This design comes from an exercise in tuning for a short achievable clock period and few clock cycles on the open sky130 flow, not from production work. Function was checked by simulation only, so behaviour that the tests miss may differ from the original. No activity file was given, so power comes from the tool's default toggle rates.

==> flow/design.v <==
package lsu_pkg;
  typedef logic [31:0] word_t;
  typedef logic [3:0] byte_en_t;
  typedef enum logic [2:0] {
    OP_LB  = 3'd0,
    OP_LH  = 3'd1,
    OP_LW  = 3'd2,
    OP_LBU = 3'd3,
    OP_LHU = 3'd4,
    OP_SB  = 3'd5,
    OP_SH  = 3'd6,
    OP_SW  = 3'd7
  } mem_op_e;
  localparam int REQ_DEPTH = 4;
  localparam int RSP_CREDITS = 2;
  localparam int LD_LIMIT = 8;
  localparam int RSP_DEPTH = LD_LIMIT + REQ_DEPTH;
  localparam int DMEM_WORDS = 64;
  localparam int DMEM_AW    = 6;
endpackage
`timescale 1ns/1ps
module lsu_request_queue (
  input  logic        clk,
  input  logic        nrst,
  input  logic        req_valid,
  input  logic [2:0]  req_op,
  input  logic [31:0] req_addr,
  input  logic [31:0] req_wdata,
  input  logic        rsp_sent,
  output logic        in_valid,
  output logic [2:0]  in_op,
  output logic [7:0]  in_addr,
  output logic [31:0] in_wdata,
  output logic        req_credit
);
  logic [lsu_pkg::REQ_DEPTH-1:0] pq_ld;
  logic [2:0]                    pq_cnt;
  logic [3:0]                    cul;
  logic in_ld;
  logic head_v;
  logic head_ld;
  logic give;
  logic give_ld;
  always_ff @(posedge clk) begin
    in_op    <= req_op;
    in_addr  <= req_addr[7:0];
    in_wdata <= req_wdata;
  end
  always_ff @(posedge clk) begin
    if (!nrst) in_valid <= 1'b0;
    else       in_valid <= req_valid;
  end
  assign in_ld   = (in_op <= 3'd4);
  assign head_v  = (pq_cnt != 3'd0) || in_valid;
  assign head_ld = (pq_cnt != 3'd0) ? pq_ld[0] : in_ld;
  assign give    = head_v && (!head_ld || (cul < lsu_pkg::LD_LIMIT));
  assign give_ld = give && head_ld;
  always_ff @(posedge clk) begin
    if (!nrst) begin
      req_credit <= 1'b0;
      pq_cnt     <= 3'd0;
      cul        <= 4'd0;
    end else begin
      req_credit <= give;
      pq_cnt     <= pq_cnt + {2'b0, in_valid} - {2'b0, give};
      case ({give_ld, rsp_sent})
        2'b10:   cul <= cul + 1'b1;
        2'b01:   cul <= cul - 1'b1;
        default: cul <= cul;
      endcase
    end
  end
  always_ff @(posedge clk) begin
    for (int i = 0; i < lsu_pkg::REQ_DEPTH; i++) begin
      if (in_valid && ({1'b0, pq_cnt} - {3'b0, give}) == i[3:0]) begin
        pq_ld[i] <= in_ld;
      end else if (give) begin
        pq_ld[i] <= (i + 1 < lsu_pkg::REQ_DEPTH) ? pq_ld[(i + 1) % lsu_pkg::REQ_DEPTH] : 1'b0;
      end
    end
  end
endmodule
`timescale 1ns/1ps
module lsu_mem_stage (
  input  logic        clk,
  input  logic        nrst,
  input  logic        in_valid,
  input  logic [2:0]  in_op,
  input  logic [7:0]  in_addr,
  input  logic [31:0] in_wdata,
  output logic        ld_valid,
  output logic [31:0] ld_data
);
  logic [lsu_pkg::DMEM_WORDS-1:0][31:0] dmem;
  logic [lsu_pkg::DMEM_WORDS*4-1:0] s1_we;
  logic [31:0] s1_wdata;
  logic        s1_ld;
  logic [5:0]  s1_widx;
  logic [1:0]  s1_lane;
  logic        s1_w, s1_h, s1_sx;
  logic [3:0][31:0] s2_grp;
  logic        s2_ld;
  logic [1:0]  s2_wsel;
  logic [1:0]  s2_lane;
  logic        s2_w, s2_h, s2_sx;
  logic [31:0] s3_word;
  logic        s3_ld;
  logic [1:0]  s3_lane;
  logic        s3_w, s3_h, s3_sx;
  logic        is_store;
  logic [3:0]  be;
  logic [31:0] wdata_al;
  assign is_store = (in_op >= 3'd5);
  always_comb begin
    case (in_op)
      lsu_pkg::OP_SB: begin
        wdata_al = {4{in_wdata[7:0]}};
        be       = 4'b0001 << in_addr[1:0];
      end
      lsu_pkg::OP_SH: begin
        wdata_al = {2{in_wdata[15:0]}};
        be       = in_addr[1] ? 4'b1100 : 4'b0011;
      end
      default: begin
        wdata_al = in_wdata;
        be       = 4'b1111;
      end
    endcase
  end
  always_ff @(posedge clk) begin
    for (int w = 0; w < lsu_pkg::DMEM_WORDS; w++) begin
      for (int b = 0; b < 4; b++) begin
        s1_we[w*4+b] <= in_valid && is_store && (in_addr[7:2] == w[5:0]) && be[b];
      end
    end
    s1_wdata <= wdata_al;
    s1_widx  <= in_addr[7:2];
    s1_lane  <= in_addr[1:0];
    s1_w     <= (in_op == lsu_pkg::OP_LW);
    s1_h     <= (in_op == lsu_pkg::OP_LH) || (in_op == lsu_pkg::OP_LHU);
    s1_sx    <= (in_op == lsu_pkg::OP_LB) || (in_op == lsu_pkg::OP_LH);
  end
  always_ff @(posedge clk) begin
    if (!nrst) s1_ld <= 1'b0;
    else       s1_ld <= in_valid && !is_store;
  end
  always_ff @(posedge clk) begin
    for (int w = 0; w < lsu_pkg::DMEM_WORDS; w++) begin
      for (int b = 0; b < 4; b++) begin
        if (s1_we[w*4+b]) dmem[w][b*8 +: 8] <= s1_wdata[b*8 +: 8];
      end
    end
  end
  always_ff @(posedge clk) begin
    for (int g = 0; g < 4; g++) begin
      s2_grp[g] <= dmem[{g[1:0], s1_widx[3:0]}];
    end
    s2_wsel <= s1_widx[5:4];
    s2_lane <= s1_lane;
    s2_w    <= s1_w;
    s2_h    <= s1_h;
    s2_sx   <= s1_sx;
  end
  always_ff @(posedge clk) begin
    s3_word <= s2_grp[s2_wsel];
    s3_lane <= s2_lane;
    s3_w    <= s2_w;
    s3_h    <= s2_h;
    s3_sx   <= s2_sx;
  end
  always_ff @(posedge clk) begin
    if (!nrst) begin
      s2_ld    <= 1'b0;
      s3_ld    <= 1'b0;
      ld_valid <= 1'b0;
    end else begin
      s2_ld    <= s1_ld;
      s3_ld    <= s2_ld;
      ld_valid <= s3_ld;
    end
  end
  logic [7:0]  lane_byte;
  logic [15:0] lane_half;
  logic        sign;
  assign lane_byte = s3_word[s3_lane*8 +: 8];
  assign lane_half = s3_lane[1] ? s3_word[31:16] : s3_word[15:0];
  assign sign      = s3_sx && (s3_h ? lane_half[15] : lane_byte[7]);
  always_ff @(posedge clk) begin
    if (s3_w) begin
      ld_data <= s3_word;
    end else if (s3_h) begin
      ld_data <= {{16{sign}}, lane_half};
    end else begin
      ld_data <= {{24{sign}}, lane_byte};
    end
  end
endmodule
`timescale 1ns/1ps
module lsu_load_return (
  input  logic        clk,
  input  logic        nrst,
  input  logic        ld_valid,
  input  logic [31:0] ld_data,
  input  logic        rsp_credit,
  output logic        rsp_valid,
  output logic [31:0] rsp_data
);
  localparam int D = lsu_pkg::RSP_DEPTH;
  logic [D-1:0][31:0] slot;
  logic [D:0]         fpos;
  logic [1:0]         rcred;
  logic [1:0]         rcred_nx;
  logic               push;
  logic               pop;
  logic               any_nx;
  assign push = ld_valid;
  assign pop  = rsp_valid;
  assign rsp_data = slot[0];
  always_ff @(posedge clk) begin
    for (int i = 0; i < D; i++) begin
      if (push && (pop ? fpos[i+1] : fpos[i])) begin
        slot[i] <= ld_data;
      end else if (pop) begin
        slot[i] <= (i + 1 < D) ? slot[(i + 1) % D] : slot[i];
      end
    end
  end
  assign rcred_nx = rcred - {1'b0, pop} + {1'b0, rsp_credit};
  assign any_nx   = push || !(fpos[0] || (fpos[1] && pop));
  always_ff @(posedge clk) begin
    if (!nrst) begin
      fpos      <= {{D{1'b0}}, 1'b1};
      rcred     <= lsu_pkg::RSP_CREDITS[1:0];
      rsp_valid <= 1'b0;
    end else begin
      case ({push, pop})
        2'b10:   fpos <= {fpos[D-1:0], 1'b0};
        2'b01:   fpos <= {1'b0, fpos[D:1]};
        default: fpos <= fpos;
      endcase
      rcred     <= rcred_nx;
      rsp_valid <= any_nx && (rcred_nx != 2'd0);
    end
  end
endmodule
`timescale 1ns/1ps
module lsu_top (
  input  logic             clk,
  input  logic             nrst,
  input  logic             req_valid,
  input  logic [2:0]       req_op,
  input  logic [31:0]      req_addr,
  input  logic [31:0]      req_wdata,
  input  logic             rsp_credit,
  output logic             req_credit,
  output logic             rsp_valid,
  output logic [31:0]      rsp_data
);
  logic        in_valid;
  logic [2:0]  in_op;
  logic [7:0]  in_addr;
  logic [31:0] in_wdata;
  logic        ld_valid;
  logic [31:0] ld_data;
  lsu_request_queue u_request_queue (
    .clk        (clk),
    .nrst       (nrst),
    .req_valid  (req_valid),
    .req_op     (req_op),
    .req_addr   (req_addr),
    .req_wdata  (req_wdata),
    .rsp_sent   (rsp_valid),
    .in_valid   (in_valid),
    .in_op      (in_op),
    .in_addr    (in_addr),
    .in_wdata   (in_wdata),
    .req_credit (req_credit)
  );
  lsu_mem_stage u_mem_stage (
    .clk        (clk),
    .nrst       (nrst),
    .in_valid   (in_valid),
    .in_op      (in_op),
    .in_addr    (in_addr),
    .in_wdata   (in_wdata),
    .ld_valid   (ld_valid),
    .ld_data    (ld_data)
  );
  lsu_load_return u_load_return (
    .clk        (clk),
    .nrst       (nrst),
    .ld_valid   (ld_valid),
    .ld_data    (ld_data),
    .rsp_credit (rsp_credit),
    .rsp_valid  (rsp_valid),
    .rsp_data   (rsp_data)
  );
endmodule
==> flow/run.sh <==
#!/bin/bash
# synth_recipe.tcl (not shown) runs the flow's synth.tcl, then flattens the netlist and writes it again
# the make line also repeats each setting of config.mk as NAME=value (left out here)
make -C /OpenROAD-flow-scripts/flow DESIGN_CONFIG=/design/flow/config.mk WORK_HOME=/design/flow/orfs CLKGATE_MAP_FILE= SYNTH_SCRIPT=/design/flow/synth_recipe.tcl finish
==> flow/config.mk <==
export PLATFORM = sky130hd
export DESIGN_NAME = lsu_top
export DESIGN_NICKNAME = lsu_top
export VERILOG_FILES = /design/flow/design.v
export SDC_FILE = /design/flow/constraint.sdc
export NUM_CORES = 4
export LEC_CHECK = 0
export CAP_MARGIN = 20
export CORE_MARGIN = 2
export CORE_UTILIZATION = 40
export SLEW_MARGIN = 20
==> flow/constraint.sdc <==
create_clock -name core_clock -period 5.5 [get_ports {clk}]
set_input_delay 1.1000 -clock core_clock [delete_from_list [all_inputs] [get_ports {clk}]]
set_output_delay 1.1000 -clock core_clock [all_outputs]
set_load 0.01 [all_outputs]
==> results of run 1 <==
==> state kept, by name, summed over array words and instances, names as in the netlist, 2 cells and up <==
| register | flops |
|---|---|
| u_mem_stage.s3_word | 32 |
| u_request_queue.pq_cnt | 3 |
| u_mem_stage.s2_lane | 2 |
| u_mem_stage.s1_widx | 6 |
| u_mem_stage.s1_lane | 2 |
| u_mem_stage.s1_we | 256 |
| u_request_queue.in_addr | 8 |
| u_load_return.rcred | 2 |
| u_request_queue.in_wdata | 32 |
| u_mem_stage.s1_wdata | 32 |
| u_mem_stage.ld_data | 32 |
| u_mem_stage.dmem | 2048 |
| u_request_queue.cul | 4 |
| u_mem_stage.s2_grp | 128 |
| u_request_queue.in_op | 3 |
| u_load_return.fpos | 13 |
| u_request_queue.pq_ld | 4 |
| u_load_return.slot | 384 |
| u_mem_stage.s3_lane | 2 |
| u_mem_stage.s2_wsel | 2 |
==> routing by layer <==
metal	up-vias	share of wire	wire (µm)	global-route usage
met1	26068	0.41	101200	0.2399
met3	467	0.080	19770	0.04110
met4	20	0.032	7846	0.05357
li1	21482	-	-	-
met2	1817	0.48	116700	0.2807
met5	-	0.00054	132	0
==> kinds of logic (layout without fill, tap and decap cells) <==
family,after synthesis,count (layout)
fa+ha+maj,12,12
simple gates,642,642
other cells,0,10
mux,950,950
compound gates,333,333
buf+inv,358,718
xor+xnor,8,8
flops,3011,3011
==> power breakdown <==
part | switching [mW] | leakage, nW | total [mW] | internal (mW)
Sequential | 0.440 | 26.8 | 25.4 | 25.0
Clock | 8.31 | 4.81 | 20.2 | 11.9
Combinational | 1.14 | 8.54 | 1.85 | 0.712
Total | 9.89 | 40.2 | 47.5 | 37.6
==> how the worst max path moves through the flow <==
stage,end,slack [ps],depth (start not counted)
5_1_grt,u_request_queue.pq_ld[2],1480,10
2_1_floorplan,u_request_queue.pq_ld[0],2730,11
3_3_place_gp,u_request_queue.pq_ld[0],1800,10
4_1_cts,u_request_queue.pq_ld[1],1730,10
6_report,u_request_queue.pq_ld[1],1740,10
3_5_place_dp,u_request_queue.pq_ld[1],1780,10
==> synth_stat cells (all sizes together) <==
master / number
o2111ai: 1
mux4: 544
nor3b: 1
a21boi: 2
nand2: 250
o21bai: 1
buf: 213
or3: 7
xor2: 4
nor4: 1
a22oi: 242
nor2: 285
clkbuf: 130
o31ai: 1
or4: 1
xnor2: 4
clkinv: 1
and2: 8
mux2i: 23
nor3: 41
ha: 11
inv: 14
o22ai: 23
edfxtp: 2436
o2bb2ai: 1
dfxtp: 575
a21oi: 35
nand3: 2
or2: 6
nand4: 1
nand4b: 1
o21a: 2
o21ai: 14
nand3b: 1
nor2b: 14
a211o: 1
o211ai: 2
mux2: 383
o221ai: 8
nor4b: 1
nand2b: 21
fa: 1
and3: 1
==> stage by stage <==
stage / area [µm²] / util / total power, mW / setup slack, ps
2_1_floorplan: 108600 / - / 26.92 / 2733
3_3_place_gp: 112900 / 0.4174 / 27.76 / 1797
3_5_place_dp: 112900 / 0.4174 / 27.82 / 1783
4_1_cts: 122700 / 0.4536 / 47.92 / 1731
5_1_grt: 122800 / 0.4537 / 48.97 / 1478
6_report: 122800 / 0.4538 / 47.50 / 1737
==> critical path, cell delays in order, from the launching register on <==
cell,delay (ps)
dfxtp_1,410
o21ai_1,880
mux2_2,330
o2bb2ai_1,280
inv_2,100
ha_1,230
ha_1,210
xnor2_1,160
nand3_1,160
or3_1,400
mux2_2,280
==> cell type report <==
| type | instances | area share |
|---|---|---|
| diodes | 10 | 0.0002038 |
| clock buffers | 442 | 0.07246 |
| clock inverters | 106 | 0.007307 |
| inverters | 15 | 0.0004586 |
| multi-input cells | 1945 | 0.1802 |
| flip-flops and latches | 3011 | 0.6901 |
| well taps | 3570 | 0.03638 |
| repair buffers | 155 | 0.01280 |
==> impl_results.md, run 1 <==
* CTS max path bufs at 4
* Cell taking the most area after synthesis: edfxtp_1
* Syn Nets at 5397
* Pwr dens at 386.9 mW/mm²
* Reg-to-reg slack, setup at 1740 ps
* Final HPWL DP at 146.3 mm
* R2R depth at 10
* Final TNS setup at 0 ps
* Worst R2R End: u_request_queue.pq_ld[1]
* GRT Residual Overflow at 0
* Max frequency at 0.2657 GHz
* Synth Area in XOR/XNOR at 0.0006451
* HP Start: u_mem_stage.s2_w
* Total clock buffers created by CTS at 310
* Final hold vios at 0
* Post-synthesis mux area share at 0.1546
* Worst Setup SP: u_request_queue.in_op[1]
* Number of global-route vias before repair at 50602
* Final GP Congestion at 0.8106
* Max-slew violation count at 0
* Cell area after synthesis at 0.1086 mm²
* Final min period at 3763 ps
* Post-synthesis simple-gate area fraction at 0.02442
* Initial antenna violation count at 20
* Post-route clock period utilization at 0.6842
* WL/cell at 26.54 µm
* Clock-pin slew on the worst setup and hold paths at 60 ps
* Hold Path Depth at 0
* Setup Buffers After CTS at 0
* Synth Register Bits at 3011
* Clock latency on the worst-skew pair at 950 ps
* Starting Density at 0.4015
* Die X-Extent at 525.1 µm
* Worst slew margin at 0.2028
* PortBufs at 80
* Resized Gates After CTS at 0
* Post-route insts no fill at 9254
* Routed Antenna Nets at 0
* Multi-input logic area at 0.02213 mm²
* Die footprint at 0.2757 mm²
* Most frequent cells in the layout: 2436 x edfxtp_1, 544 x mux4_2, 539 x dfxtp_1, 383 x mux2_2, 320 x clkbuf_16
* Max-cap violations at 0
* Commonest non-fill, non-tap cell in the layout: edfxtp_1
* Post-synthesis compound-gate area fraction at 0.02178
* CTS Sinks at 3011
* Max IR drop VDD at 0.3351 mV
* DRT iter0 DRCs at 5916
* H-Tree Depth at 5
* Largest cells by area after synthesis: edfxtp_1 67%, mux4_2 11%, dfxtp_1 11%
* CP Launch Type: register
* Yosys cell types at 51
* Global-route wire length before repair at 354.7 mm
* Main combinational cell family by area after synthesis: multiplexers
* Type of the worst min-delay path: reg -> reg
* Crit-path max FO at 10
* RSZ-0062 raised after global routing: no
* P_leak at 40.17 nW
* Die height at 525.1 µm
* Post-Synth Adder-Cell Area at 0.001452
* Root Driver: clkbuf_16
* Register area at 0.08473 mm²
* Average cell area after synthesis at 20.44 µm²
* Vias per cell at 5.387
* Mapped Cells at 5314
* Placed cells at 8695
* # IOs at 105
* Type of the worst setup path: reg -> reg
* Global-route usage over all layers at 0.1759
* CTS tree: done
* Worst path required time at 6100 ps
* Yosys warnings at 3
* Via count at 49854
* Status: complete, no violations
* Final Net Count at 5521
* DRC viols at 0
* Largest net degree at the start of global routing at 101
* WL final at 245.6 mm
* Fillers at 22567
* Sequential cell area fraction in the yosys report at 0.7795
* # setup viols final at 0
* Share of layout cells above drive strength 1 at 0.2654
* Reg2reg start: u_request_queue.in_op[1]
* First-pass iteration count of the detailed router at 10
* Tightest Pin Transition at 1196 ps
* Area grow syn2layout at 13.04%
* Worst EP arrival at 4360 ps
* WHS at 325.2 ps
* Hold Path End: u_mem_stage.s3_w
* Core area at 0.2705 mm²
* Rows at 191
* CP Capture Type: register
* Final Skew at 101.4 ps
* Synth top area share at 0.6735
* CTS hold repair buffers at 0
Testbench counts, summed over its fixed seeds: cycles 6,456.
==> run 2, diff against run 1 <==
--- a/flow/design.v
+++ b/flow/design.v
@@ -27,55 +27,109 @@
   input  logic [31:0] req_addr,
   input  logic [31:0] req_wdata,
   input  logic        rsp_sent,
-  output logic        in_valid,
+  output logic        in_ld,
+  output logic        in_st,
   output logic [2:0]  in_op,
   output logic [7:0]  in_addr,
+  output logic [7:0]  in_whi,
+  output logic [7:0]  in_wlo,
+  output logic [3:0]  in_be,
   output logic [31:0] in_wdata,
   output logic        req_credit
 );
-  logic [lsu_pkg::REQ_DEPTH-1:0] pq_ld;
-  logic [2:0]                    pq_cnt;
-  logic [3:0]                    cul;
-  logic in_ld;
+  localparam int QD = lsu_pkg::REQ_DEPTH;
+  localparam int LL = lsu_pkg::LD_LIMIT;
+  logic [QD-1:0] pq_ld;
+  logic [QD:0]   pq_fill;
+  logic [LL:0]   cul;
+  logic          room;
+  logic in_valid;
   logic head_v;
   logic head_ld;
   logic give;
   logic give_ld;
+  logic req_ld;
+  logic [3:0] be;
+  logic [31:0] wdata_al;
+  always_comb begin
+    case (req_op)
+      lsu_pkg::OP_SB: begin
+        wdata_al = {4{req_wdata[7:0]}};
+        be       = 4'b0001 << req_addr[1:0];
+      end
+      lsu_pkg::OP_SH: begin
+        wdata_al = {2{req_wdata[15:0]}};
+        be       = req_addr[1] ? 4'b1100 : 4'b0011;
+      end
+      default: begin
+        wdata_al = req_wdata;
+        be       = 4'b1111;
+      end
+    endcase
+  end
+  assign req_ld = (req_op <= 3'd4);
   always_ff @(posedge clk) begin
     in_op    <= req_op;
     in_addr  <= req_addr[7:0];
-    in_wdata <= req_wdata;
+    in_wdata <= wdata_al;
+    in_be    <= be;
+    for (int i = 0; i < 8; i++) begin
+      in_wlo[i] <= (req_addr[4:2] == i[2:0]);
+    end
   end
   always_ff @(posedge clk) begin
-    if (!nrst) in_valid <= 1'b0;
-    else       in_valid <= req_valid;
+    if (!nrst) begin
+      in_ld  <= 1'b0;
+      in_st  <= 1'b0;
+      in_whi <= '0;
+    end else begin
+      in_ld  <= req_valid && req_ld;
+      in_st  <= req_valid && !req_ld;
+      for (int i = 0; i < 8; i++) begin
+        in_whi[i] <= req_valid && !req_ld && (req_addr[7:5] == i[2:0]);
+      end
+    end
   end
-  assign in_ld   = (in_op <= 3'd4);
-  assign head_v  = (pq_cnt != 3'd0) || in_valid;
-  assign head_ld = (pq_cnt != 3'd0) ? pq_ld[0] : in_ld;
-  assign give    = head_v && (!head_ld || (cul < lsu_pkg::LD_LIMIT));
-  assign give_ld = give && head_ld;
+  assign in_valid = in_ld || in_st;
+  assign head_v   = !pq_fill[0] || in_valid;
+  assign head_ld  = pq_fill[0] ? in_ld : pq_ld[0];
+  assign give     = head_v && (!head_ld || room);
+  assign give_ld  = give && head_ld;
   always_ff @(posedge clk) begin
     if (!nrst) begin
       req_credit <= 1'b0;
-      pq_cnt     <= 3'd0;
-      cul        <= 4'd0;
+      pq_fill    <= {{QD{1'b0}}, 1'b1};
+      cul        <= {{LL{1'b0}}, 1'b1};
+      room       <= 1'b1;
     end else begin
       req_credit <= give;
-      pq_cnt     <= pq_cnt + {2'b0, in_valid} - {2'b0, give};
+      case ({in_valid, give})
+        2'b10:   pq_fill <= {pq_fill[QD-1:0], 1'b0};
+        2'b01:   pq_fill <= {1'b0, pq_fill[QD:1]};
+        default: pq_fill <= pq_fill;
+      endcase
       case ({give_ld, rsp_sent})
-        2'b10:   cul <= cul + 1'b1;
-        2'b01:   cul <= cul - 1'b1;
-        default: cul <= cul;
+        2'b10: begin
+          cul  <= {cul[LL-1:0], 1'b0};
+          room <= !cul[LL-1];
+        end
+        2'b01: begin
+          cul  <= {1'b0, cul[LL:1]};
+          room <= 1'b1;
+        end
+        default: begin
+          cul  <= cul;
+          room <= room;
+        end
       endcase
     end
   end
   always_ff @(posedge clk) begin
-    for (int i = 0; i < lsu_pkg::REQ_DEPTH; i++) begin
-      if (in_valid && ({1'b0, pq_cnt} - {3'b0, give}) == i[3:0]) begin
+    for (int i = 0; i < QD; i++) begin
+      if (in_valid && (give ? pq_fill[i+1] : pq_fill[i])) begin
         pq_ld[i] <= in_ld;
       end else if (give) begin
-        pq_ld[i] <= (i + 1 < lsu_pkg::REQ_DEPTH) ? pq_ld[(i + 1) % lsu_pkg::REQ_DEPTH] : 1'b0;
+        pq_ld[i] <= (i + 1 < QD) ? pq_ld[(i + 1) % QD] : 1'b0;
       end
     end
   end
@@ -84,9 +138,12 @@
 module lsu_mem_stage (
   input  logic        clk,
   input  logic        nrst,
-  input  logic        in_valid,
+  input  logic        in_ld,
   input  logic [2:0]  in_op,
   input  logic [7:0]  in_addr,
+  input  logic [7:0]  in_whi,
+  input  logic [7:0]  in_wlo,
+  input  logic [3:0]  in_be,
   input  logic [31:0] in_wdata,
   output logic        ld_valid,
   output logic [31:0] ld_data
@@ -107,33 +164,13 @@
   logic        s3_ld;
   logic [1:0]  s3_lane;
   logic        s3_w, s3_h, s3_sx;
-  logic        is_store;
-  logic [3:0]  be;
-  logic [31:0] wdata_al;
-  assign is_store = (in_op >= 3'd5);
-  always_comb begin
-    case (in_op)
-      lsu_pkg::OP_SB: begin
-        wdata_al = {4{in_wdata[7:0]}};
-        be       = 4'b0001 << in_addr[1:0];
-      end
-      lsu_pkg::OP_SH: begin
-        wdata_al = {2{in_wdata[15:0]}};
-        be       = in_addr[1] ? 4'b1100 : 4'b0011;
-      end
-      default: begin
-        wdata_al = in_wdata;
-        be       = 4'b1111;
-      end
-    endcase
-  end
   always_ff @(posedge clk) begin
     for (int w = 0; w < lsu_pkg::DMEM_WORDS; w++) begin
       for (int b = 0; b < 4; b++) begin
-        s1_we[w*4+b] <= in_valid && is_store && (in_addr[7:2] == w[5:0]) && be[b];
+        s1_we[w*4+b] <= in_whi[w/8] && in_wlo[w%8] && in_be[b];
       end
     end
-    s1_wdata <= wdata_al;
+    s1_wdata <= in_wdata;
     s1_widx  <= in_addr[7:2];
     s1_lane  <= in_addr[1:0];
     s1_w     <= (in_op == lsu_pkg::OP_LW);
@@ -142,7 +179,7 @@
   end
   always_ff @(posedge clk) begin
     if (!nrst) s1_ld <= 1'b0;
-    else       s1_ld <= in_valid && !is_store;
+    else       s1_ld <= in_ld;
   end
   always_ff @(posedge clk) begin
     for (int w = 0; w < lsu_pkg::DMEM_WORDS; w++) begin
@@ -256,9 +293,13 @@
   output logic             rsp_valid,
   output logic [31:0]      rsp_data
 );
-  logic        in_valid;
+  logic        in_ld;
+  logic        in_st;
   logic [2:0]  in_op;
   logic [7:0]  in_addr;
+  logic [7:0]  in_whi;
+  logic [7:0]  in_wlo;
+  logic [3:0]  in_be;
   logic [31:0] in_wdata;
   logic        ld_valid;
   logic [31:0] ld_data;
@@ -270,18 +311,25 @@
     .req_addr   (req_addr),
     .req_wdata  (req_wdata),
     .rsp_sent   (rsp_valid),
-    .in_valid   (in_valid),
+    .in_ld      (in_ld),
+    .in_st      (in_st),
     .in_op      (in_op),
     .in_addr    (in_addr),
+    .in_whi     (in_whi),
+    .in_wlo     (in_wlo),
+    .in_be      (in_be),
     .in_wdata   (in_wdata),
     .req_credit (req_credit)
   );
   lsu_mem_stage u_mem_stage (
     .clk        (clk),
     .nrst       (nrst),
-    .in_valid   (in_valid),
+    .in_ld      (in_ld),
     .in_op      (in_op),
     .in_addr    (in_addr),
+    .in_whi     (in_whi),
+    .in_wlo     (in_wlo),
+    .in_be      (in_be),
     .in_wdata   (in_wdata),
     .ld_valid   (ld_valid),
     .ld_data    (ld_data)
--- a/flow/config.mk
+++ b/flow/config.mk
@@ -5,7 +5,9 @@
 export SDC_FILE = /design/flow/constraint.sdc
 export NUM_CORES = 4
 export LEC_CHECK = 0
+export ABC_CLOCK_PERIOD_IN_PS = 2500
 export CAP_MARGIN = 20
 export CORE_MARGIN = 2
 export CORE_UTILIZATION = 40
+export SETUP_SLACK_MARGIN = 3.0
 export SLEW_MARGIN = 20
==> run 2 against run 1 <==
Compared with the run above: routed wire length increased by 1.8%; highest routed layer unchanged; sequential power about the same; non-clock buffer count up 42; combinational power barely moved.
==> impl_results.md, run 2 <==
* H-Tree Depth at 5 (unchanged)
* Sequential cell area fraction in the yosys report at 0.7764 (-0.003081)
* Final core occ at 0.4562 (+0.002432)
* Fraction of registers with async set/reset at 0 (unchanged)
* Final hold vios at 0 (unchanged)
* Largest net degree at the start of global routing at 120 (+19%)
* Slowest stage delay, CP at 410 ps (-470 ps)
* Pwr dens at 388.4 mW/mm² (+0.37%)
* DRT iter0 DRCs at 5307 (-10%)
* Worst slew margin at 0.3386 (+0.1357)
* CP Launch Type: register
* WL final at 250.0 mm (+1.8%)
* Max IR drop VDD at 0.2982 mV (-11%)
* Fillers at 22647 (+0.35%)
* Global-route wire length before repair at 363.4 mm (+2.5%)
* Crit path cell chain: buf_2
* Routed Antenna Nets at 0 (unchanged)
* Synth top area share at 0.6663 (-0.007231)
* RSZ-0062 raised after global routing: yes
* Syn Nets at 5413 (+0.30%)
* Share of layout cells above drive strength 1 at 0.2876 (+0.02214)
* Status: complete, no violations
* Die footprint at 0.2787 mm² (+1.1%)
* Core area at 0.2734 mm² (+1.1%)
* CP Capture Type: output pin
* Cell area after synthesis at 0.1098 mm² (+1.1%)
* Worst path required time at 4400 ps (-1700 ps)
* Worst Setup SP: u_load_return.slot[31]
* Ys flop type: edfxtp_1
* CTS Sinks at 3040 (+0.96%)
* Final HPWL DP at 144.8 mm (-1.0%)
* Mapped Cells at 5337 (+0.43%)
* GRT Residual Overflow at 0 (unchanged)
* Vias per cell at 5.457 (+1.3%)
* Max reg flops at 2048 (unchanged)
* Biggest register: u_mem_stage.dmem
* Type of the worst setup path: reg -> out
* Switching share of total power at 0.2109 (+0.002630)
* Initial antenna violation count at 18 (-10%)
* WL/cell at 26.83 µm (+1.1%)
* Crit path max-delay family: flip-flops
* Final Net Count at 5542 (+0.38%)
* Starting Density at 0.4016 (about the same)
* Biggest registers after layout: u_mem_stage.dmem (2048), u_load_return.slot (384), u_mem_stage.s1_we (256)
* Multi-input logic area at 0.02269 mm² (+2.6%)
* Yosys warnings at 3 (unchanged)
* Rows at 192 (+0.52%)
* First-pass iteration count of the detailed router at 5 (-5)
* Max-cap violations at 0 (unchanged)
* DRC viols at 0 (unchanged)
* Type of the worst min-delay path: reg -> reg
* # IOs at 105 (unchanged)
* Worst EP arrival at 1410 ps (-2950 ps)
* Die X-Extent at 527.9 µm (+0.54%)
* Post-synth EDFFs at 2436 (unchanged)
* Largest cells by area after synthesis: edfxtp_1 67%, mux4_2 11%, dfxtp_1 11%
* Register area at 0.08535 mm² (+0.74%)
* Average cell area after synthesis at 20.57 µm² (+0.65%)
* P_leak at 41.62 nW (+3.6%)
* Global-route usage over all layers at 0.1778 (+0.001880)
* Reg2reg start: u_mem_stage.s1_widx[2]
* Sequential Power Share at 0.530 (-0.006)
* Clock-pin slew on the worst setup and hold paths at 60 ps (about the same)
* Placed cells at 8725 (+0.35%)
* Internal at 38.22 mW (+1.6%)
* Max-slew violation count at 0 (unchanged)
* Area grow syn2layout at 13.61%
* Most frequent cells in the layout: 2436 x edfxtp_1, 553 x dfxtp_1, 544 x mux4_2, 390 x mux2_2, 316 x clkbuf_16
* Number of global-route vias before repair at 51808 (+2.4%)
* Count leader, synth: edfxtp_1
* Yosys cell types at 42 (-18%)
* Final Skew at 73.73 ps (-27.70 ps)
* Crit-path max FO at 1 (-9)
* PortBufs at 80 (unchanged)
* Clock network power share at 0.433 (+0.008)
* Max frequency at 0.3992 GHz (+50%)
* Via count at 50846 (+2.0%)
* Post-route clock period utilization at 0.4555 (-0.2287)
* CTS max path bufs at 4 (unchanged)
* Total clock buffers created by CTS at 308 (-0.65%)
* Cell taking the most area after synthesis: edfxtp_1
* Die height at 527.9 µm (+0.54%)
* # setup viols final at 0 (unchanged)
* Clock latency on the worst-skew pair at 890 ps (-60 ps)
* Commonest cells in the netlist: 2436 x edfxtp_1, 604 x dfxtp_1, 544 x mux4_2, 390 x mux2_2, 257 x and3_1
* Root Driver: clkbuf_16
* Commonest non-fill, non-tap cell in the layout: edfxtp_1
* Final GP Congestion at 0.7809 (-3.7%)
* CTS tree: done
* HP Start: u_request_queue.in_wdata[16]
* Worst Path Buf+Inv at 1 (unchanged)
* P_sw at 10.22 mW (+3.3%)
* CP max stage cell: edfxtp_1
* Final min period at 2505 ps (-1258 ps)
* Comb pwr share at 0.038 (about the same)
* Final TNS setup at 0 ps (unchanged)
* Synth Register Bits at 3040 (+0.96%)
* Post-route insts no fill at 9318 (+0.69%)
* Tightest Pin Transition at 992.1 ps (-203.6 ps)
-- run 2: final timing paths --
kind	end	slack (ps)	cells after the start
hold reg to reg	u_mem_stage.s1_wdata[16]	310	0
hold / removal	u_mem_stage.s1_wdata[16]	310	0
setup / recovery	rsp_data[31]	2990	1
setup reg to reg	u_mem_stage.s2_grp[93]	3010	3
-- run 2: what timing repair did --
| item | CTS | global route |
|---|---|---|
| gates cloned | 6 | 0 |
| pin swaps | 1 | 0 |
| endpoints found under the setup margin | 357 | 121 |
| hold buffers | 0 | 0 |
| resized for setup | 155 | 10 |
| setup buffers | 13 | 1 |
-- run 2: per-stage QoR --
step	hold slack, ps	worst slack, ps	instance area (µm²)	power [mW]
2_1_floorplan	309.6	3037	109800	27.01
5_1_grt	321.8	2921	124700	49.93
4_1_cts	312.4	2892	124600	48.87
3_3_place_gp	310.2	1864	114200	27.91
6_report	305.6	2995	124700	48.44
3_5_place_dp	312.0	1859	114200	27.96
-- run 2: routing by layer --
layer,GRT usage,part of all wire,vias to the layer above
met5,0,0.00011,-
met1,0.2444,0.42,27120
met2,0.2972,0.50,1596
li1,-,-,21801
met4,0.04054,0.019,4
met3,0.02927,0.063,325
-- run 2: area by class of cell --
cell class,instances,area share
clock inverters,139,0.01187
flip-flops and latches,3040,0.6843
repair buffers,197,0.01522
clock buffers,422,0.07015
inverters,9,0.0003009
well taps,3589,0.03600
multi-input cells,1910,0.1819
diodes,12,0.0002408
-- run 2: kinds of logic after synthesis --
| kind of cell | Yosys count | synth area share |
|---|---|---|
| XOR/XNOR | 3 | 0.0002394 |
| multiplexers | 982 | 0.1560 |
| AND/OR/NAND/NOR | 568 | 0.02682 |
| adder cells (fa/ha/maj) | 5 | 0.0005698 |
| flip-flops | 3040 | 0.7764 |
| AO/OA/AOI/OAI | 350 | 0.02172 |
| buffers and inverters | 389 | 0.01825 |
-- run 2: power by group through the flow --
stage | combinational (mW) | sequential [mW] | clock [mW]
floorplan | 1.08 | 25.9 | 0
global placement | 1.76 | 26.2 | 0
detailed placement | 1.80 | 26.2 | 0
CTS | 1.85 | 25.7 | 21.4
global route | 1.96 | 25.7 | 22.3
finish | 1.82 | 25.7 | 21.0
Testbench counts of run 2, summed over its fixed seeds: cycles 6,456.
==> run 3, diff against run 2 <==
--- a/flow/design.v
+++ b/flow/design.v
@@ -146,89 +146,51 @@
   input  logic [3:0]  in_be,
   input  logic [31:0] in_wdata,
   output logic        ld_valid,
-  output logic [31:0] ld_data
+  output logic [31:0] ld_word,
+  output logic [1:0]  ld_lane,
+  output logic        ld_w,
+  output logic        ld_h,
+  output logic        ld_sx
 );
   logic [lsu_pkg::DMEM_WORDS-1:0][31:0] dmem;
-  logic [lsu_pkg::DMEM_WORDS*4-1:0] s1_we;
-  logic [31:0] s1_wdata;
+  logic [15:0][31:0] s1_grp;
   logic        s1_ld;
-  logic [5:0]  s1_widx;
+  logic [3:0]  s1_gsel;
   logic [1:0]  s1_lane;
   logic        s1_w, s1_h, s1_sx;
-  logic [3:0][31:0] s2_grp;
-  logic        s2_ld;
-  logic [1:0]  s2_wsel;
-  logic [1:0]  s2_lane;
-  logic        s2_w, s2_h, s2_sx;
-  logic [31:0] s3_word;
-  logic        s3_ld;
-  logic [1:0]  s3_lane;
-  logic        s3_w, s3_h, s3_sx;
   always_ff @(posedge clk) begin
     for (int w = 0; w < lsu_pkg::DMEM_WORDS; w++) begin
       for (int b = 0; b < 4; b++) begin
-        s1_we[w*4+b] <= in_whi[w/8] && in_wlo[w%8] && in_be[b];
+        if (in_whi[w/8] && in_wlo[w%8] && in_be[b]) begin
+          dmem[w][b*8 +: 8] <= in_wdata[b*8 +: 8];
+        end
       end
     end
-    s1_wdata <= in_wdata;
-    s1_widx  <= in_addr[7:2];
-    s1_lane  <= in_addr[1:0];
-    s1_w     <= (in_op == lsu_pkg::OP_LW);
-    s1_h     <= (in_op == lsu_pkg::OP_LH) || (in_op == lsu_pkg::OP_LHU);
-    s1_sx    <= (in_op == lsu_pkg::OP_LB) || (in_op == lsu_pkg::OP_LH);
   end
   always_ff @(posedge clk) begin
-    if (!nrst) s1_ld <= 1'b0;
-    else       s1_ld <= in_ld;
-  end
-  always_ff @(posedge clk) begin
-    for (int w = 0; w < lsu_pkg::DMEM_WORDS; w++) begin
-      for (int b = 0; b < 4; b++) begin
-        if (s1_we[w*4+b]) dmem[w][b*8 +: 8] <= s1_wdata[b*8 +: 8];
-      end
-    end
-  end
-  always_ff @(posedge clk) begin
-    for (int g = 0; g < 4; g++) begin
-      s2_grp[g] <= dmem[{g[1:0], s1_widx[3:0]}];
+    for (int g = 0; g < 16; g++) begin
+      s1_grp[g] <= dmem[{g[3:0], in_addr[3:2]}];
     end
-    s2_wsel <= s1_widx[5:4];
-    s2_lane <= s1_lane;
-    s2_w    <= s1_w;
-    s2_h    <= s1_h;
-    s2_sx   <= s1_sx;
+    s1_gsel <= in_addr[7:4];
+    s1_lane <= in_addr[1:0];
+    s1_w    <= (in_op == lsu_pkg::OP_LW);
+    s1_h    <= (in_op == lsu_pkg::OP_LH) || (in_op == lsu_pkg::OP_LHU);
+    s1_sx   <= (in_op == lsu_pkg::OP_LB) || (in_op == lsu_pkg::OP_LH);
   end
   always_ff @(posedge clk) begin
-    s3_word <= s2_grp[s2_wsel];
-    s3_lane <= s2_lane;
-    s3_w    <= s2_w;
-    s3_h    <= s2_h;
-    s3_sx   <= s2_sx;
+    ld_word <= s1_grp[s1_gsel];
+    ld_lane <= s1_lane;
+    ld_w    <= s1_w;
+    ld_h    <= s1_h;
+    ld_sx   <= s1_sx;
   end
   always_ff @(posedge clk) begin
     if (!nrst) begin
-      s2_ld    <= 1'b0;
-      s3_ld    <= 1'b0;
+      s1_ld    <= 1'b0;
       ld_valid <= 1'b0;
     end else begin
-      s2_ld    <= s1_ld;
-      s3_ld    <= s2_ld;
-      ld_valid <= s3_ld;
-    end
-  end
-  logic [7:0]  lane_byte;
-  logic [15:0] lane_half;
-  logic        sign;
-  assign lane_byte = s3_word[s3_lane*8 +: 8];
-  assign lane_half = s3_lane[1] ? s3_word[31:16] : s3_word[15:0];
-  assign sign      = s3_sx && (s3_h ? lane_half[15] : lane_byte[7]);
-  always_ff @(posedge clk) begin
-    if (s3_w) begin
-      ld_data <= s3_word;
-    end else if (s3_h) begin
-      ld_data <= {{16{sign}}, lane_half};
-    end else begin
-      ld_data <= {{24{sign}}, lane_byte};
+      s1_ld    <= in_ld;
+      ld_valid <= s1_ld;
     end
   end
 endmodule
@@ -237,31 +199,57 @@
   input  logic        clk,
   input  logic        nrst,
   input  logic        ld_valid,
-  input  logic [31:0] ld_data,
+  input  logic [31:0] ld_word,
+  input  logic [1:0]  ld_lane,
+  input  logic        ld_w,
+  input  logic        ld_h,
+  input  logic        ld_sx,
   input  logic        rsp_credit,
   output logic        rsp_valid,
   output logic [31:0] rsp_data
 );
   localparam int D = lsu_pkg::RSP_DEPTH;
   logic [D-1:0][31:0] slot;
+  logic [D-1:0][31:0] slot_nx;
   logic [D:0]         fpos;
   logic [1:0]         rcred;
   logic [1:0]         rcred_nx;
   logic               push;
   logic               pop;
   logic               any_nx;
+  logic [7:0]  lane_byte;
+  logic [15:0] lane_half;
+  logic        sign;
+  logic [31:0] ld_ext;
+  assign lane_byte = ld_word[ld_lane*8 +: 8];
+  assign lane_half = ld_lane[1] ? ld_word[31:16] : ld_word[15:0];
+  assign sign      = ld_sx && (ld_h ? lane_half[15] : lane_byte[7]);
+  always_comb begin
+    if (ld_w) begin
+      ld_ext = ld_word;
+    end else if (ld_h) begin
+      ld_ext = {{16{sign}}, lane_half};
+    end else begin
+      ld_ext = {{24{sign}}, lane_byte};
+    end
+  end
   assign push = ld_valid;
   assign pop  = rsp_valid;
-  assign rsp_data = slot[0];
-  always_ff @(posedge clk) begin
+  always_comb begin
     for (int i = 0; i < D; i++) begin
       if (push && (pop ? fpos[i+1] : fpos[i])) begin
-        slot[i] <= ld_data;
+        slot_nx[i] = ld_ext;
       end else if (pop) begin
-        slot[i] <= (i + 1 < D) ? slot[(i + 1) % D] : slot[i];
+        slot_nx[i] = (i + 1 < D) ? slot[(i + 1) % D] : slot[i];
+      end else begin
+        slot_nx[i] = slot[i];
       end
     end
   end
+  always_ff @(posedge clk) begin
+    slot     <= slot_nx;
+    rsp_data <= slot_nx[0];
+  end
   assign rcred_nx = rcred - {1'b0, pop} + {1'b0, rsp_credit};
   assign any_nx   = push || !(fpos[0] || (fpos[1] && pop));
   always_ff @(posedge clk) begin
@@ -302,7 +290,11 @@
   logic [3:0]  in_be;
   logic [31:0] in_wdata;
   logic        ld_valid;
-  logic [31:0] ld_data;
+  logic [31:0] ld_word;
+  logic [1:0]  ld_lane;
+  logic        ld_w;
+  logic        ld_h;
+  logic        ld_sx;
   lsu_request_queue u_request_queue (
     .clk        (clk),
     .nrst       (nrst),
@@ -332,13 +324,21 @@
     .in_be      (in_be),
     .in_wdata   (in_wdata),
     .ld_valid   (ld_valid),
-    .ld_data    (ld_data)
+    .ld_word    (ld_word),
+    .ld_lane    (ld_lane),
+    .ld_w       (ld_w),
+    .ld_h       (ld_h),
+    .ld_sx      (ld_sx)
   );
   lsu_load_return u_load_return (
     .clk        (clk),
     .nrst       (nrst),
     .ld_valid   (ld_valid),
-    .ld_data    (ld_data),
+    .ld_word    (ld_word),
+    .ld_lane    (ld_lane),
+    .ld_w       (ld_w),
+    .ld_h       (ld_h),
+    .ld_sx      (ld_sx),
     .rsp_credit (rsp_credit),
     .rsp_valid  (rsp_valid),
     .rsp_data   (rsp_data)
==> run 3 against run 2 <==
Compared with the run above: non-clock buffer count rose by 25; routed wire length fell by 2.7%; clock power barely moved; critical endpoint is now rsp_valid; largest cell class unchanged; highest routed layer unchanged.
==> impl_results.md, run 3 <==
* Global-route usage over all layers at 0.1722 (-0.005598)
* Post-synth EDFFs at 2436 (unchanged)
* Tot Pwr at 49.21 mW (+1.6%)
* Max-slew violation count at 0 (unchanged)
* Worst EP arrival at 1440 ps (+30 ps)
* Sequential Power Share at 0.529 (about the same)
* Number of global-route vias before repair at 52281 (+0.91%)
* Max-cap violations at 0 (unchanged)
* Post-route insts no fill at 9708 (+4.2%)
* CP max stage cell: dfxtp_4
* Tightest Pin Transition at 1087 ps (+94.80 ps)
* CTS hold repair buffers at 0 (unchanged)
* Biggest registers after layout: u_mem_stage.dmem (2048), u_mem_stage.s1_grp (512), u_load_return.slot (353)
* Ys flop type: edfxtp_1
* Clock latency on the worst-skew pair at 940 ps (+50 ps)
* Area grow syn2layout at 13.73%
* Yosys cell types at 47 (+12%)
* Mapped Cells at 5617 (+5.2%)
* WL final at 243.4 mm (-2.7%)
* WL/cell at 25.07 µm (-6.6%)
* Final TNS setup at 0 ps (unchanged)
* Global-route wire length before repair at 357.8 mm (-1.6%)
* Setup Slack @ Placement at 1200 ps (-658.9 ps)
* Clock-pin slew on the worst setup and hold paths at 60 ps (about the same)
* Pwr dens at 389.3 mW/mm² (+0.23%)
* Final HPWL DP at 139.9 mm (-3.4%)
* Via count at 52015 (+2.3%)
* Crit path max-delay family: flip-flops
* Final GP Congestion at 0.7927 (+1.5%)
* Final Skew at 73.54 ps (-0.1875 ps)
* Slowest stage delay, CP at 350 ps (-60 ps)
* Initial antenna violation count at 30 (+12)
* Largest cells by area after synthesis: edfxtp_1 66%, mux4_2 13%, dfxtp_1 12%
* Worst Setup SP: u_load_return.rsp_valid
* CTS max path bufs at 4 (unchanged)
* Share of layout cells above drive strength 1 at 0.2506 (-0.03694)
* H-Tree Depth at 5 (unchanged)
* Largest net degree at the start of global routing at 145 (+21%)
* P_leak at 42.79 nW (+2.8%)
* CTS Sinks at 3093 (+1.7%)
* Max frequency at 0.3935 GHz (-1.4%)
* Post-route clock period utilization at 0.4620 (+0.006507)
* Final Net Count at 5819 (+5.0%)
* Final Cell Area at 0.1264 mm² (+1.4%)
* First-pass iteration count of the detailed router at 5 (unchanged)
* Fillers at 22863 (+0.95%)
* Placed cells at 9074 (+4.0%)
* Switching share of total power at 0.2106 (-0.0003065)
* Count leader, synth: edfxtp_1
* Yosys warnings at 3 (unchanged)
* PortBufs at 80 (unchanged)
* Die X-Extent at 531.2 µm (+0.62%)
* Commonest cells in the netlist: 2436 x edfxtp_1, 657 x dfxtp_1, 640 x mux4_2, 319 x nand2_1, 258 x and3_1
* Type of the worst setup path: reg -> out
* CP Launch Type: register
* Crit path cell chain: buf_12 -> buf_6
* Total clock buffers created by CTS at 323 (+4.9%)
* Vias per cell at 5.358 (-1.8%)
* Core area at 0.2765 mm² (+1.1%)
* Type of the worst min-delay path: reg -> reg
* Starting Density at 0.4020 (+0.0004546)
* Most frequent cells in the layout: 2436 x edfxtp_1, 640 x mux4_2, 605 x dfxtp_1, 330 x clkbuf_16, 313 x nand2_1
* Comb pwr share at 0.046 (+0.008)
* HP Start: u_mem_stage.s1_lane[1]
* Final min period at 2541 ps (+35.79 ps)
* Max reg flops at 2048 (unchanged)
* Biggest register: u_mem_stage.dmem
* Setup ws final at 2959 ps (-35.79 ps)
* Final core occ at 0.4573 (+0.001007)
* Commonest non-fill, non-tap cell in the layout: edfxtp_1
* Average cell area after synthesis at 19.79 µm² (-3.8%)
* WHS at 317.4 ps (+11.76 ps)
* DRC viols at 0 (unchanged)
* Cell area after synthesis at 0.1112 mm² (+1.3%)
* Routed Antenna Nets at 0 (unchanged)
* Crit-path max FO at 2 (+1)
* Rows at 193 (+0.52%)
* Fraction of registers with async set/reset at 0 (unchanged)
* Worst slew margin at 0.2754 (-0.06320)
* Syn Nets at 5693 (+5.2%)
* Final hold vios at 0 (unchanged)
* Synth Register Bits at 3093 (+1.7%)
* Max IR drop VDD at 0.2217 mV (-26%)
* GRT Residual Overflow at 0 (unchanged)
* Sequential cell area fraction in the yosys report at 0.7764 (about the same)
* Die footprint at 0.2821 mm² (+1.2%)
* Status: complete, no violations
* Worst path required time at 4400 ps (about the same)
* Worst Path Buf+Inv at 2 (+1)
* CP Capture Type: output pin
* Internal at 38.85 mW (+1.6%)
* RSZ-0062 raised after global routing: yes
* Die height at 531.2 µm (+0.62%)
* P_sw at 10.37 mW (+1.4%)
* # IOs at 105 (unchanged)
* # setup viols final at 0 (unchanged)
* CTS tree: done
* Synth top area share at 0.6580 (-0.008249)
* Cell taking the most area after synthesis: edfxtp_1
* Reg2reg start: u_mem_stage.s1_gsel[1]
* DRT iter0 DRCs at 5543 (+4.4%)
* Clock network power share at 0.425 (-0.008)
* Root Driver: clkbuf_16
* DP Area at 0.1156 mm² (+1.2%)
run 3: cell count changes after synthesis, sizes merged, moves of 53 or more:
| cell | change |
|---|---|
| a22oi | -118 |
| a31oi | +87 |
| dfxtp | +53 |
| mux2 | -353 |
| mux4 | +96 |
| nand2 | +150 |
| nor2 | +71 |
| o21ai | +247 |
run 3: per-layer routing:
metal  share of wire  GRT usage
met1            0.42     0.2411
met2            0.48     0.2711
met4           0.034    0.06315
met5         0.00014          0
met3           0.066    0.02950
run 3: cell type report:
cell class / count / area, µm² / share of cell area
Sequential cell: 3093 / 86390 / 0.6833
Tap cell: 3705 / 4636 / 0.03667
Multi-Input combinational cell: 2069 / 22910 / 0.1812
Inverter: 34 / 131.4 / 0.001039
Clock buffer: 454 / 9128 / 0.07219
Timing Repair Buffer: 222 / 2180 / 0.01724
Antenna cell: 10 / 25.02 / 0.0001979
Clock inverter: 121 / 1037 / 0.008204
run 3: power groups by stage:
stage / sequential [mW] / combinational (mW) / clock [mW]
after floorplan: 26.5 / 1.28 / 0
after global placement: 26.5 / 2.13 / 0
after detailed placement: 26.5 / 2.18 / 0
after CTS: 26.0 / 2.24 / 21.3
after global routing: 26.0 / 2.44 / 22.2
final: 26.0 / 2.27 / 20.9
run 3: cell families after synthesis:
| group | share of synthesized area |
|---|---|
| xor gates and xnor gates | 0.0002364 |
| adders and majority gates | 0.0005628 |
| AOI/OAI and AO/OA | 0.03216 |
| and+or+nand+nor | 0.03547 |
| buffers and inverters | 0.01912 |
| DFF | 0.7764 |
| muxes | 0.1361 |
run 3: what timing repair did:
item / 4_1_cts / 5_1_grt
resized for setup: 164 / 11
setup buffers: 12 / 36
setup endpoints to repair: 406 / 236
gates cloned: 1 / 0
pin swaps: 0 / 15
endpoints found under the hold margin: 0 / 0
run 3: worst paths after layout:
check	slack, ps	cells past startpoint	endpoint
setup / recovery	2960	2	rsp_valid
hold / removal	320	0	u_mem_stage.ld_lane[1]
setup reg to reg	3010	4	u_mem_stage.ld_word[3]
hold reg to reg	320	0	u_mem_stage.ld_lane[1]
Testbench counts of run 3, summed over its fixed seeds: cycles 6,440.
==> run 4, diff against run 3 <==
--- a/flow/design.v
+++ b/flow/design.v
@@ -247,8 +247,16 @@
     end
   end
   always_ff @(posedge clk) begin
-    slot     <= slot_nx;
-    rsp_data <= slot_nx[0];
+    slot <= slot_nx;
+  end
+  always_ff @(posedge clk) begin
+    if (fpos[0] || (push && (pop ? fpos[1] : fpos[0]))) begin
+      rsp_data <= ld_ext;
+    end else if (pop) begin
+      rsp_data <= slot[1];
+    end else begin
+      rsp_data <= slot[0];
+    end
   end
   assign rcred_nx = rcred - {1'b0, pop} + {1'b0, rsp_credit};
   assign any_nx   = push || !(fpos[0] || (fpos[1] && pop));
==> flow/config.mk (replaced) <==
export PLATFORM = sky130hd
export DESIGN_NAME = lsu_top
export DESIGN_NICKNAME = lsu_top
export VERILOG_FILES = /design/flow/design.v
export SDC_FILE = /design/flow/constraint.sdc
export NUM_CORES = 4
export LEC_CHECK = 0
export ABC_CLOCK_PERIOD_IN_PS = 2200
export CAP_MARGIN = 20
export CORE_MARGIN = 2
export CORE_UTILIZATION = 40
export CTS_CLUSTER_DIAMETER = 100
export CTS_CLUSTER_SIZE = 30
export SETUP_SLACK_MARGIN = 3.3
export SLEW_MARGIN = 20
==> run 4 against run 3 <==
Compared with the run above: non-clock buffer count up 22; routed wire length up 0.61%; critical path depth stayed put; clock skew down 17 ps; core utilization down 1.9 points; largest cell class unchanged; final cell count is 2.5% lower; combinational power rose by 17%; maximum frequency increased by 0.64%; register-to-register slack improved by 120 ps; synthesized cell count grew 0.93%; sequential share of layout area is 3.1 points higher; largest power group unchanged; clock power down 46%; highest routed layer unchanged.
==> impl_results.md, run 4 <==
* First-pass iteration count of the detailed router at 6 (+1)
* Ys flop type: edfxtp_1
* Final TNS setup at 0 ps (unchanged)
* Total clock buffers created by CTS at 116 (-64%)
* PortBufs at 80 (unchanged)
* CTS Sinks at 3125 (+1.0%)
* Mapped Cells at 5669 (+0.93%)
* Final hold vios at 0 (unchanged)
* WL/cell at 25.86 µm (+3.1%)
* Biggest registers after layout: u_mem_stage.dmem (2048), u_mem_stage.s1_grp (512), u_load_return.slot (384)
* Yosys cell types at 52 (+11%)
* Global-route wire length before repair at 354.3 mm (-0.97%)
* Yosys warnings at 3 (unchanged)
* Crit-path max FO at 2 (unchanged)
* Rows at 193 (unchanged)
* Worst path required time at 4400 ps (about the same)
* DRC viols at 0 (unchanged)
* Initial antenna violation count at 18 (-40%)
* Post-synth EDFFs at 2404 (-1.3%)
* Global-route usage over all layers at 0.1686 (-0.003577)
* Max-cap violations at 0 (unchanged)
* CP Launch Type: register
* Tightest Pin Transition at 1059 ps (-27.61 ps)
* Synth top area share at 0.6470 (-0.01104)
* Slowest stage delay, CP at 370 ps (+20 ps)
* Worst EP arrival at 1420 ps (-20 ps)
* Max-slew violation count at 0 (unchanged)
* Synth Register Bits at 3125 (+1.0%)
* Largest cells by area after synthesis: edfxtp_1 65%, dfxtp_1 13%, mux4_2 13%
* Final GP Congestion at 0.7855 (-0.91%)
* Vias per cell at 5.447 (+1.7%)
* Status: complete, no violations
* Root Driver: clkbuf_16
* Tot Pwr at 40.23 mW (-18%)
* Die height at 532.1 µm (+0.18%)
* Average cell area after synthesis at 19.68 µm² (-0.55%)
* Routed Antenna Nets at 0 (unchanged)
* Clock latency on the worst-skew pair at 840 ps (-100 ps)
* Max reg flops at 2048 (unchanged)
* RSZ-0062 raised after global routing: yes
* Worst slew margin at 0.2938 (+0.01841)
* Reg-to-reg slack, setup at 3130 ps (+120 ps)
* Core area at 0.2770 mm² (+0.17%)
* Final HPWL DP at 140.6 mm (+0.49%)
* Pwr dens at 331.3 mW/mm² (-15%)
* Biggest register: u_mem_stage.dmem
* Count leader, synth: edfxtp_1
* CP Capture Type: output pin
* Most frequent cells in the layout: 2404 x edfxtp_1, 645 x dfxtp_1, 640 x mux4_2, 311 x nand2_1, 254 x and3_1
* Share of layout cells above drive strength 1 at 0.2067 (-0.04388)
* Via count at 51579 (-0.84%)
* Cell taking the most area after synthesis: edfxtp_1
* Area grow syn2layout at 8.851%
* Commonest cells in the netlist: 2404 x edfxtp_1, 721 x dfxtp_1, 640 x mux4_2, 320 x nand2_1, 258 x and3_1
* Max frequency at 0.3961 GHz (+0.64%)
* P_leak at 40.31 nW (-5.8%)
* Clock-pin slew on the worst setup and hold paths at 110 ps (+50 ps)
* Final Net Count at 5730 (-1.5%)
* Type of the worst setup path: reg -> out
* Worst Path Buf+Inv at 2 (unchanged)
* Type of the worst min-delay path: reg -> reg
* Post-route clock period utilization at 0.4590 (-0.002956)
* Crit path max-delay family: flip-flops
* Syn Nets at 5745 (+0.91%)
* CTS tree: done
* # setup viols final at 0 (unchanged)
* Final min period at 2525 ps (-16.26 ps)
* Max IR drop VDD at 0.3540 mV (+60%)
* Fraction of registers with async set/reset at 0 (unchanged)
* H-Tree Depth at 3 (-2)
* DRT iter0 DRCs at 5640 (+1.7%)
* Crit path cell chain: buf_12 -> buf_6
* WL final at 244.9 mm (+0.61%)
* Largest net degree at the start of global routing at 122 (-16%)
* Number of global-route vias before repair at 50607 (-3.2%)
* Commonest non-fill, non-tap cell in the layout: edfxtp_1
* CTS max path bufs at 3 (-1)
* GRT Residual Overflow at 0 (unchanged)
* Cell area after synthesis at 0.1116 mm² (+0.37%)
* Die X-Extent at 532.1 µm (+0.18%)
* Sequential cell area fraction in the yosys report at 0.7764 (about the same)
* Die footprint at 0.2832 mm² (+0.37%)
* Starting Density at 0.4028 (+0.0007852)
* # IOs at 105 (unchanged)
* CP max stage cell: dfxtp_4
* Final Skew at 56.51 ps (-17.03 ps)
[run 4: path summary, 6_finish.rpt]
path,endpoint,startpoint,cells past startpoint
setup / recovery,rsp_valid,u_load_return.rsp_valid,2
hold / removal,u_mem_stage.s1_gsel[1],u_request_queue.in_addr[5],0
setup reg to reg,u_load_return.rsp_data[31],u_load_return.rsp_valid,7
hold reg to reg,u_mem_stage.s1_gsel[1],u_request_queue.in_addr[5],0
[run 4: layer usage]
layer / track usage / wire length (µm) / vias up
met5: 0 / 45 / -
met4: 0.03457 / 4532 / 8
met3: 0.02106 / 14530 / 216
met2: 0.2724 / 117500 / 1509
met1: 0.2462 / 108200 / 27513
li1: - / - / 22333
[run 4: repair_timing]
item | CTS | global route
pin swaps | 13 | 7
hold endpoints to repair | 0 | 0
endpoints found under the setup margin | 2374 | 678
hold buffers | 0 | 0
cloned | 13 | 3
resized for setup | 273 | 33
buffers inserted | 55 | 13
[run 4: logic make-up after synthesis]
logic type / synth area share
buffers and inverters: 0.01657
multiplexers: 0.1428
XOR/XNOR: 0.0002355
adder cells (fa/ha/maj): 0.0005607
flip-flops: 0.7764
AO/OA/AOI/OAI: 0.02848
AND/OR/NAND/NOR: 0.03502
[run 4: through the flow]
| stage | instance area, µm² | setup WS (ps) | std cells | utilization | hold slack [ps] |
|---|---|---|---|---|---|
| after floorplan | 111600 | 3326 | 5669 | - | 309.6 |
| after global placement | 116200 | 1634 | 9157 | 0.4197 | 311.1 |
| after detailed placement | 116300 | 1574 | 9157 | 0.4197 | 314.6 |
| after CTS | 121100 | 2902 | 9445 | 0.4371 | 335.7 |
| after global routing | 121400 | 2921 | 9463 | 0.4384 | 337.6 |
| final | 121500 | 2975 | 9469 | 0.4385 | 334.9 |
[run 4: area by class of cell]
| cell class | count | area (µm²) |
|---|---|---|
| diodes | 8 | 20.02 |
| multi-input cells | 2135 | 23660 |
| repair buffers | 244 | 2720 |
| fillers | 23575 | 155500 |
| clock inverters | 16 | 276.5 |
| inverters | 32 | 121.4 |
| flip-flops and latches | 3125 | 86750 |
| well taps | 3705 | 4636 |
| clock buffers | 204 | 3264 |
[run 4: worst register-to-register path, cell delays in order, from the launching register on]
cell and delay (ps):
dfxtp_4 380, buf_4 320, buf_12 310, mux2_4 400, and2_4 250, nor2_8 240
buf_4 180, mux2i_1 220
[run 4: power breakdown]
group | internal, mW | total [mW] | switching [mW]
registers | 26.1 | 26.4 | 0.327
clock network | 4.28 | 11.2 | 6.90
logic | 1.05 | 2.66 | 1.61
Testbench counts of run 4, summed over its fixed seeds: cycles 6,440.

==> re-timing with driven ports <==
The results above use ideal ports. As a check the final layouts listed here were re-extracted and re-timed, cells and wires unchanged. Step 1: set_driving_cell puts a clkbuf_16 on clk and a buf_2 on each other input, an assumption about the parent block. Step 2 moves the port delays by t, midway between the first and last clock arrival at a register: inputs arrive t later, outputs are due t later. That takes back most of the time a late clock gives input paths. a / b / c = ideal ports / drivers / drivers and shift; a / b = the first two.
| run | shift t [ns] | setup slack, ns | worst setup path after step 2 | slew at the worst register clock pin (ns) |
|---|---|---|---|---|
| run 1 | 0.998 | 1.737 / 1.737 / 1.737 | register to register | 0.07 / 0.07 |
| run 2 | 0.949 | 2.995 / 2.893 / 2.159 | input to register | 0.07 / 0.07 |
| run 3 | 0.989 | 2.959 / 2.872 / 2.045 | input to register | 0.07 / 0.07 |
| run 4 | 0.906 | 2.975 / 2.887 / 2.587 | input to register | 0.12 / 0.12 |
After both steps every run listed still meets setup and hold. For run 3, which loses most, drivers alone change the setup slack by -0.087 ns; drivers and shift together by -0.914 ns.
